Context: an optimization exercise on an open-source flow, tuned for small area, a short achievable clock period and few clock cycles per item. The choices shown serve that exercise and are no tape-out recipe. Only simulation tests tie the RTL to the original design; equivalence was not proved. Power and IR drop assume default switching activity.

==> 11-22 <==
## crt_congruence_combiner
module crt_congruence_combiner #(
  parameter int MOD_BITS    = 32,
  parameter int RESULT_BITS = 63
) (
  input  logic         clk,
  input  logic         rst,
  input  logic         s_axis_tvalid,
  output logic         s_axis_tready,
  input  logic [63:0]  s_axis_tdata,   
  input  logic [0:0]   s_axis_tuser,   
  output logic         m_axis_tvalid,
  input  logic         m_axis_tready,
  output logic [127:0] m_axis_tdata,   
  output logic [1:0]   m_axis_tuser    
);
clock: 8.0 ns
lec_check: 0
cap_margin: 20
core_margin: 2
core_utilization: 40
setup_slack_margin: 4
slew_margin: 20
run.sh (not shown) runs the stock make flow with config.mk's settings and CLKGATE_MAP_FILE= SYNTH_SCRIPT=/design/flow/synth_recipe.tcl, a recipe that flattens the netlist after the stock synthesis.
==> inputs of 02-14, as changes to 11-22 <==
--- a/flow/design.v
+++ b/flow/design.v
@@ -22,13 +22,13 @@
   wire [31:0] m_in  = s_axis_tdata[63:32];
   wire        first = s_axis_tuser[0];
   logic [62:0] R, M;
   logic [63:0] P;
   logic [1:0]  S;
   logic        ov, tr;
-  logic        sIDLE, sFIN, sDIVF, sPHA, sDIF0, sDIFF, sEUC, sSTRIP, sCLOOP, sPHD, sWAITF;
+  logic        sIDLE, sFIN, sDIVF, sPHA, sDIF0, sDIFF, sEUC, sUINIT, sSTRIP, sCLOOP, sPHD, sWAITF;
   logic [31:0] rR, rM, A, B, CA;
   logic [32:0] CB;
   logic [4:0]  k;
   logic [5:0]  idx;
   logic        aln, par, dpos, dvd, hdn, mo, ovf, m0, fch, bR, bM, nsf;
   logic [2:0]  rc;
@@ -88,25 +88,26 @@
   wire n_IDLE  = sFIN || (sIDLE && !s_axis_tvalid);
   wire n_DIVF  = !fin_any && ((idle_go && first) || (sDIVF && !dvd));
   wire n_PHA   = !fin_any && ((idle_go && !first) || (sPHA && !(dvd && hdn)));
   wire n_DIF0  = !fin_any && sPHA && dvd && hdn;
   wire n_DIFF  = sDIF0;
   wire n_EUC   = sDIFF || (sEUC && !(aln && Bz));
-  wire eend    = sEUC && aln && Bz;    
-  wire n_STRIP = !fin_any && ((eend || sSTRIP) && !A[0]);
-  wire n_CLOOP = !fin_any && (((eend || sSTRIP) && A[0]) || (sCLOOP && (rRnz || ov)));
+  wire n_UINIT = sEUC && aln && Bz;
+  wire n_STRIP = !fin_any && (sUINIT || (sSTRIP && !A[0]));
+  wire n_CLOOP = !fin_any && ((sSTRIP && A[0]) || (sCLOOP && (rRnz || ov)));
   wire n_PHD   = !fin_any && ((sCLOOP && !rRnz && !ov) || sPHD);
   always_ff @(posedge clk) begin
     if (rst) begin
       sIDLE  <= 1'b1;
       sFIN   <= 1'b0;
       sDIVF  <= 1'b0;
       sPHA   <= 1'b0;
       sDIF0  <= 1'b0;
       sDIFF  <= 1'b0;
       sEUC   <= 1'b0;
+      sUINIT <= 1'b0;
       sSTRIP <= 1'b0;
       sCLOOP <= 1'b0;
       sPHD   <= 1'b0;
       sWAITF <= 1'b0;
       tr     <= 1'b0;
     end else begin
@@ -114,12 +115,13 @@
       sFIN   <= n_FIN;
       sDIVF  <= n_DIVF;
       sPHA   <= n_PHA;
       sDIF0  <= n_DIF0;
       sDIFF  <= n_DIFF;
       sEUC   <= n_EUC;
+      sUINIT <= n_UINIT;
       sSTRIP <= n_STRIP;
       sCLOOP <= n_CLOOP;
       sPHD   <= n_PHD;
       sWAITF <= n_WAITF;
       tr     <= n_FIN;
     end
@@ -187,16 +189,14 @@
       CB  <= {1'b0, m_in};
       k   <= 5'd0;
       aln <= 1'b1;
       dvd <= 1'b0;
       rR  <= '0;
       rM  <= '0;
-      idx <= {mtop, 3'b110};
-      bR  <= R64[{mtop, 3'b111}];
-      bM  <= M64[{mtop, 3'b111}];
-      fch <= 1'b0;
+      idx <= {mtop, 3'b111};
+      fch <= 1'b1;
       hdn <= 1'b0;
       m0  <= (m_in == 32'd0);
     end
     if (sPHA) begin
       if (!hdn) begin
         bR  <= R64[idx];
@@ -227,13 +227,13 @@
       aln <= 1'b1;
       k   <= 5'd0;
       P   <= '0;
       mo  <= 1'b0;
       ovf <= 1'b0;
     end
-    if (eend) begin
+    if (sUINIT) begin
       if (dpos != par) begin
         CA <= uv;
         rM <= CA;
       end else begin
         rM <= uv;
       end
- SETUP_SLACK_MARGIN: 4 -> 4.25
==> summary of the runs <==
02-14 completed with no timing, DRC or antenna violations. 11-22 finished clean.
Against 11-22, the design area of 02-14 is smaller by 2.0%.
Utilization: 02-14 is higher than 11-22 (1.3 points).
Between 11-22 and 02-14, the lower synthesized area is in 02-14 (gap 4.4%, measured against 02-14).
Against 02-14, the synthesized cell count of 11-22 is larger by about 6%.
Of 11-22 and 02-14, 02-14 has the higher setup slack (gap 0.29 ns).
Of 02-14 and 11-22, 02-14 has the higher fmax (gap 7.6%, measured against 11-22).
Against 02-14, the routed wire length of 11-22 is higher by about 13%.
Combinational power: 11-22 is lower than 02-14 (about 0.5%).
Global-route usage: 11-22 is higher than 02-14 (3.5 points).
Hold slack: 02-14 is worse than 11-22 (0.0091 ns).
==> figures <==
                                                                           02-14                    11-22
Sequential power                                                       0.00307 W                0.00297 W
Final cell count without fillers                                           8,029                    8,453
Layout cells sized above 1                                                 16.0%                    13.9%
Sw Share                                                                   49.7%                    51.3%
Status                                                   complete, no violations  complete, no violations
Comb power frac                                                            63.1%                    62.9%
Detail Route met2 WL                                              94,200 microns          102,000 microns
Num CTS Buffers                                                               54                       58
Final WL                                                         238,000 microns          269,000 microns
All-layer global routing usage                                             37.8%                    41.4%
Number of register bits inferred by synthesis                                424                      423
WHS Path Cells                                                                 2                        1
Worst Setup Slack post-DPL                                               2.77 ns                  2.24 ns
Final critical-path required period                                      3.85 ns                  4.14 ns
Fraction of synthesized cell area in xor and xnor cells                    6.79%                    6.04%
Flip-flop and latch count                                                    424                      423
Power consumed by combinational cells                                  0.00990 W                0.00985 W
Non-Clock Buffer Area Fraction                                             10.1%                    8.91%
Multi-input combinational gate total                                       5,133                    5,462
Leak                                                                     22.8 nW                  23.2 nW
CTS resizes                                                                  314                      266
PwrDens                                                              275 nW/um^2              269 nW/um^2
Testbench counts of 11-22, summed over its fixed seeds: cycles 136,323, items 2,400.
Testbench counts of 02-14, summed over its fixed seeds: cycles 139,461, items 2,400.

## separate check: timing with driven ports
The results above use ideal ports. As a check the final layouts listed here were re-extracted and re-timed, cells and wires unchanged. Step 1 sets driving cells, clkbuf_16 on the clock port and buf_2 on the other inputs (assumed; they add their load-dependent delay and slew). Step 2, shift: input delay + t, output delay - t, t = (earliest + latest rising clock arrival at the registers) / 2. This alone moves slack from input paths to output paths. Three values: ideal ports, drivers, drivers and shift; two values: the first two.
run | t (ns) | setup slack, ns | latest minus earliest clock arrival (ns)
11-22 | 0.782 | 3.857 / 3.857 / 3.625 | 0.067 / 0.066
02-14 | 0.766 | 4.149 / 4.149 / 4.067 | 0.048 / 0.048
After both steps every run listed still meets setup and hold. For 11-22, which loses most, drivers alone change the setup slack by 0.000 ns; drivers and shift together by -0.232 ns.
